From an optimization exercise on the open Yosys and OpenROAD flow, aimed at small area and few clock cycles per item; shortcuts taken in it are not production practice.
In this exercise RTL edits were held to simulation tests only and were not proved equivalent to the original.

==> 07-14: inputs <==
==> flow/design.v (excerpt) <==
module touch_joystick_mapper (
  input  logic        clk,
  input  logic        rst_n,
  input  logic        in_valid,
  output logic        in_ready,
  input  logic        in_cmd,
  input  logic [11:0] in_touch_x,
  input  logic [11:0] in_touch_y,
  input  logic        cfg_valid,
  output logic        cfg_ready,
  input  logic [1:0]  cfg_addr,
  input  logic [14:0] cfg_data,
  output logic        out_valid,
  input  logic        out_ready,
  output logic [13:0] out_knob_x,
  output logic [13:0] out_knob_y,
  output logic [15:0] out_linear_cmd,
  output logic [15:0] out_angular_cmd,
  output logic        out_active
);
make LEC_CHECK=0 ABC_AREA=1 CAP_MARGIN=20 CORE_MARGIN=2 CORE_UTILIZATION=62 CTS_BUF_LIST=sky130_fd_sc_hd__clkbuf_8 CTS_CLUSTER_SIZE=30 PLACE_DENSITY=0.72 SLEW_MARGIN=20 finish   # period 11.0 ns
run.sh (not shown) runs the stock make flow with config.mk's settings and CLKGATE_MAP_FILE= SYNTH_SCRIPT=/design/flow/synth_recipe.tcl, a recipe that flattens the netlist after the stock synthesis.
==> 11-27 (differences from 07-14) <==
--- a/flow/design.v
+++ b/flow/design.v
@@ -3997,39 +3997,39 @@
   wire dv21_G43 = dv21_g0[22] | (dv21_p[22] & dv21_G31);
   wire dv21_P43 = dv21_p[22] & dv21_P31;
   wire dv21_G44 = dv21_g0[24] | (dv21_p[24] & dv21_G24);
   wire dv21_P44 = dv21_p[24] & dv21_P24;
   wire [25:0] dv21_s = {dv21_p[25] ^ dv21_G44, dv21_p[24] ^ dv21_G24, dv21_p[23] ^ dv21_G43, dv21_p[22] ^ dv21_G31, dv21_p[21] ^ dv21_G42, dv21_p[20] ^ dv21_G26, dv21_p[19] ^ dv21_G41, dv21_p[18] ^ dv21_G30, dv21_p[17] ^ dv21_G40, dv21_p[16] ^ dv21_G23, dv21_p[15] ^ dv21_G39, dv21_p[14] ^ dv21_G29, dv21_p[13] ^ dv21_G38, dv21_p[12] ^ dv21_G25, dv21_p[11] ^ dv21_G37, dv21_p[10] ^ dv21_G28, dv21_p[9] ^ dv21_G36, dv21_p[8] ^ dv21_G20, dv21_p[7] ^ dv21_G35, dv21_p[6] ^ dv21_G27, dv21_p[5] ^ dv21_G34, dv21_p[4] ^ dv21_G14, dv21_p[3] ^ dv21_G33, dv21_p[2] ^ dv21_G1, dv21_p[1] ^ dv21_c0g, dv21_p[0] ^ 1'b1};
   wire dv21_co = dv21_G32;
   wire [24:0] rem_22 = dv21_co ? dv21_s[24:0] : dt_21[24:0];
   wire [21:0] lo_22 = {lo_21[20:0], dv21_co};
+  wire [0:0] nnz = ~(|rem_22);
+  wire [21:0] rlo = rem_22[21:0];
   logic v9;
   always_ff @(posedge clk) if (!rst_n) v9 <= 1'b0; else if (en) v9 <= v8;
-  logic [24:0] rem_22__r9;
-  always_ff @(posedge clk) if (en) rem_22__r9 <= rem_22;
+  logic [0:0] nnz__r9;
+  always_ff @(posedge clk) if (en) nnz__r9 <= nnz;
+  logic [21:0] rlo__r9;
+  always_ff @(posedge clk) if (en) rlo__r9 <= rlo;
   logic [21:0] lo_22__r9;
   always_ff @(posedge clk) if (en) lo_22__r9 <= lo_22;
-  logic [24:0] nDen__r9;
-  always_ff @(posedge clk) if (en) nDen__r9 <= nDen__r8;
   logic [0:0] clamp__r9;
   always_ff @(posedge clk) if (en) clamp__r9 <= clamp__r8;
   logic [0:0] sx__r9;
   always_ff @(posedge clk) if (en) sx__r9 <= sx__r8;
   logic [0:0] sy__r9;
   always_ff @(posedge clk) if (en) sy__r9 <= sy__r8;
   logic [0:0] rel__r9;
   always_ff @(posedge clk) if (en) rel__r9 <= rel__r8;
-  wire [0:0] nnz = ~(|rem_22__r9);
-  wire [21:0] rlo = rem_22__r9[21:0];
   wire [21:0] Mv = ~nR2;
   wire [21:0] nlo = ~lo_22__r9;
   wire [21:0] ny_p = Mv ^ nlo;
   wire [21:0] ny_g0 = Mv & nlo;
-  wire ny_c0g = ny_g0[0] | (ny_p[0] & nnz);
+  wire ny_c0g = ny_g0[0] | (ny_p[0] & nnz__r9);
   wire ny_G1 = ny_g0[1] | (ny_p[1] & ny_c0g);
   wire ny_P1 = ny_p[1] & ny_p[0];
   wire ny_G2 = ny_g0[3] | (ny_p[3] & ny_g0[2]);
   wire ny_P2 = ny_p[3] & ny_p[2];
   wire ny_G3 = ny_g0[5] | (ny_p[5] & ny_g0[4]);
   wire ny_P3 = ny_p[5] & ny_p[4];
   wire ny_G4 = ny_g0[7] | (ny_p[7] & ny_g0[6]);
   wire ny_P4 = ny_p[7] & ny_p[6];
@@ -4092,19 +4092,19 @@
   wire ny_G33 = ny_g0[14] | (ny_p[14] & ny_G24);
   wire ny_P33 = ny_p[14] & ny_P24;
   wire ny_G34 = ny_g0[16] | (ny_p[16] & ny_G19);
   wire ny_P34 = ny_p[16] & ny_P19;
   wire ny_G35 = ny_g0[18] | (ny_p[18] & ny_G25);
   wire ny_P35 = ny_p[18] & ny_P25;
   wire ny_G36 = ny_g0[20] | (ny_p[20] & ny_G21);
   wire ny_P36 = ny_p[20] & ny_P21;
-  wire [21:0] ny_s = {ny_p[21] ^ ny_G36, ny_p[20] ^ ny_G21, ny_p[19] ^ ny_G35, ny_p[18] ^ ny_G25, ny_p[17] ^ ny_G34, ny_p[16] ^ ny_G19, ny_p[15] ^ ny_G33, ny_p[14] ^ ny_G24, ny_p[13] ^ ny_G32, ny_p[12] ^ ny_G20, ny_p[11] ^ ny_G31, ny_p[10] ^ ny_G23, ny_p[9] ^ ny_G30, ny_p[8] ^ ny_G17, ny_p[7] ^ ny_G29, ny_p[6] ^ ny_G22, ny_p[5] ^ ny_G28, ny_p[4] ^ ny_G12, ny_p[3] ^ ny_G27, ny_p[2] ^ ny_G1, ny_p[1] ^ ny_c0g, ny_p[0] ^ nnz};
+  wire [21:0] ny_s = {ny_p[21] ^ ny_G36, ny_p[20] ^ ny_G21, ny_p[19] ^ ny_G35, ny_p[18] ^ ny_G25, ny_p[17] ^ ny_G34, ny_p[16] ^ ny_G19, ny_p[15] ^ ny_G33, ny_p[14] ^ ny_G24, ny_p[13] ^ ny_G32, ny_p[12] ^ ny_G20, ny_p[11] ^ ny_G31, ny_p[10] ^ ny_G23, ny_p[9] ^ ny_G30, ny_p[8] ^ ny_G17, ny_p[7] ^ ny_G29, ny_p[6] ^ ny_G22, ny_p[5] ^ ny_G28, ny_p[4] ^ ny_G12, ny_p[3] ^ ny_G27, ny_p[2] ^ ny_G1, ny_p[1] ^ ny_c0g, ny_p[0] ^ nnz__r9};
   wire ny_co = ny_G26;
-  wire [21:0] Ny = clamp__r9 ? ny_s : rlo;
+  wire [21:0] Ny = clamp__r9 ? ny_s : rlo__r9;
   wire [21:0] Nx = lo_22__r9;
   wire [1:0] qxt_0 = Nx[21:20];
   wire [0:0] qxge_0 = |qxt_0;
   wire [1:0] qxrm_1 = {qxt_0[1] & qxt_0[0], qxt_0[1] & ~qxt_0[0]};
   wire [0:0] qxrt_1 = qxge_0;
   wire [19:0] qxrd_1 = Nx[19:0];
   wire [1:0] qyt_0 = Ny[21:20];
   wire [0:0] qyge_0 = |qyt_0;
==> 11-17 (differences from 07-14) <==
==> flow/config.mk (replaced) <==
export PLATFORM = sky130hd
export DESIGN_NAME = touch_joystick_mapper
export DESIGN_NICKNAME = touch_joystick_mapper
export VERILOG_FILES = /design/flow/design.v
export SDC_FILE = /design/flow/constraint.sdc
export NUM_CORES = 4
export LEC_CHECK = 0
export ABC_AREA = 1
export CAP_MARGIN = 20
export CORE_MARGIN = 2
export CORE_UTILIZATION = 62
export CTS_BUF_LIST = sky130_fd_sc_hd__clkbuf_8 sky130_fd_sc_hd__clkbuf_16
export CTS_CLUSTER_DIAMETER = 60
export CTS_CLUSTER_SIZE = 30
export PLACE_DENSITY = 0.72
export SLEW_MARGIN = 20
==> 07-15 (differences from 07-14) <==
==> flow/config.mk (replaced) <==
export PLATFORM = sky130hd
export DESIGN_NAME = touch_joystick_mapper
export DESIGN_NICKNAME = touch_joystick_mapper
export VERILOG_FILES = /design/flow/design.v
export SDC_FILE = /design/flow/constraint.sdc
export NUM_CORES = 4
export LEC_CHECK = 0
export ABC_AREA = 1
export CAP_MARGIN = 20
export CORE_MARGIN = 2
export CORE_UTILIZATION = 62
export CTS_BUF_LIST = sky130_fd_sc_hd__clkbuf_4
export CTS_CLUSTER_SIZE = 30
export PLACE_DENSITY = 0.72
export SLEW_MARGIN = 20
==> summary.txt <==
seq_cells 963; M1 WL 103 mm; Post-Layout Cell Count 13653; via count 75839; cell mode on critical path inv_1; Max Root-Sink Buffers 3; Bufs and invs on worst path 10; Sink Count 963; antenna violations before repair 6; pin count of the biggest net entering global routing 212; M2 GR Usage 51.2%; vias in the first global route 76125; status no timing/DRC/antenna violations; hpwl dp 197 mm; # clk buffers 175
[end of results for 07-14]
==> summary.txt <==
status no timing/DRC/antenna violations; vias in the first global route 77229; Post-CTS Hold Fix Bufs 0; antenna violations before repair 7; Max Root-Sink Buffers 4; M2 GR Usage 51.0%; cell mode on critical path nand2_1; commonest non-fill, non-tap cell in the layout nand2_1; pin count of the biggest net entering global routing 212; critical path required time 8.80 ns; Bufs and invs on worst path 6; routed wl met3 15.2 mm; seq_cells 963; # clk buffers 374; most frequent cells in the layout nand2_1, inv_1, ha_1
[end of results for 07-15]
==> summary.txt <==
root cell of the clock tree clkbuf_8; seq_cells 961; hpwl dp 223 mm; vias in the first global route 77137; via count 78028; status no timing/DRC/antenna violations; M1 WL 119 mm; antenna violations before repair 23; Bufs and invs on worst path 8; Max Root-Sink Buffers 3; Post-Layout Cell Count 13806; cell mode on critical path nand2_1; Core ar. 161000 sq um
[end of results for 11-27]
==> summary.txt <==
hpwl dp 197 mm; Levels on crit path 59; M1 WL 103 mm; pin count of the biggest net entering global routing 212; via count 75198; Bufs and invs on worst path 9; # clk buffers 100; status no timing/DRC/antenna violations; Post-synth ARST share 0%; slew margin rel. 23.5%; vias in the first global route 75788; FF+latch count, synth 963; cell mode on critical path inv_1; Post-Layout Cell Count 13524; seq_cells 963; M2 GR Usage 51.0%; Max Root-Sink Buffers 3; antenna violations before repair 7
[end of results for 11-17]
Testbench counts of 07-14, summed over its fixed seeds: cycles 16,112, items 16,000.
Testbench counts of 11-27, summed over its fixed seeds: cycles 16,112, items 16,000.
Testbench counts of 11-17, summed over its fixed seeds: cycles 16,112, items 16,000.
Testbench counts of 07-15, summed over its fixed seeds: cycles 16,112, items 16,000.

-- port drivers added, routing unchanged --
No port has a modelled driver above. Below, the same layouts with a new extraction and two added sets of constraints.
Step 1 sets driving cells, clkbuf_16 on the clock port and buf_2 on the other inputs (assumed; they add their load-dependent delay and slew).
Step 2 also shifts input and output timing later by t, the mid clock arrival at the registers, as if the neighbouring blocks saw the same clock.
Three values: ideal ports, drivers, drivers and shift; two values: the first two.
| run | t (ns) | setup WS [ns] | worst setup path after step 2 | clock arrival spread, ns | pins driven straight from the clock port |
|---|---|---|---|---|---|
| 07-14 | 1.026 | 0.613 / 0.613 / 0.093 | input to register | 0.056 / 0.056 | 1 |
| 11-27 | 1.027 | 0.574 / 0.483 / 0.017 | input to register | 0.082 / 0.082 | 1 |
| 11-17 | 0.825 | 0.569 / 0.569 / 0.056 | input to register | 0.050 / 0.050 | 1 |
| 07-15 | 1.344 | 0.648 / 0.566 / 0.035 | input to register | 0.146 / 0.147 | 1 |
After both steps every run listed still meets setup and hold. The setup slack of 07-15, which loses most, moves by -0.082 ns with the drivers and by -0.613 ns with both steps.
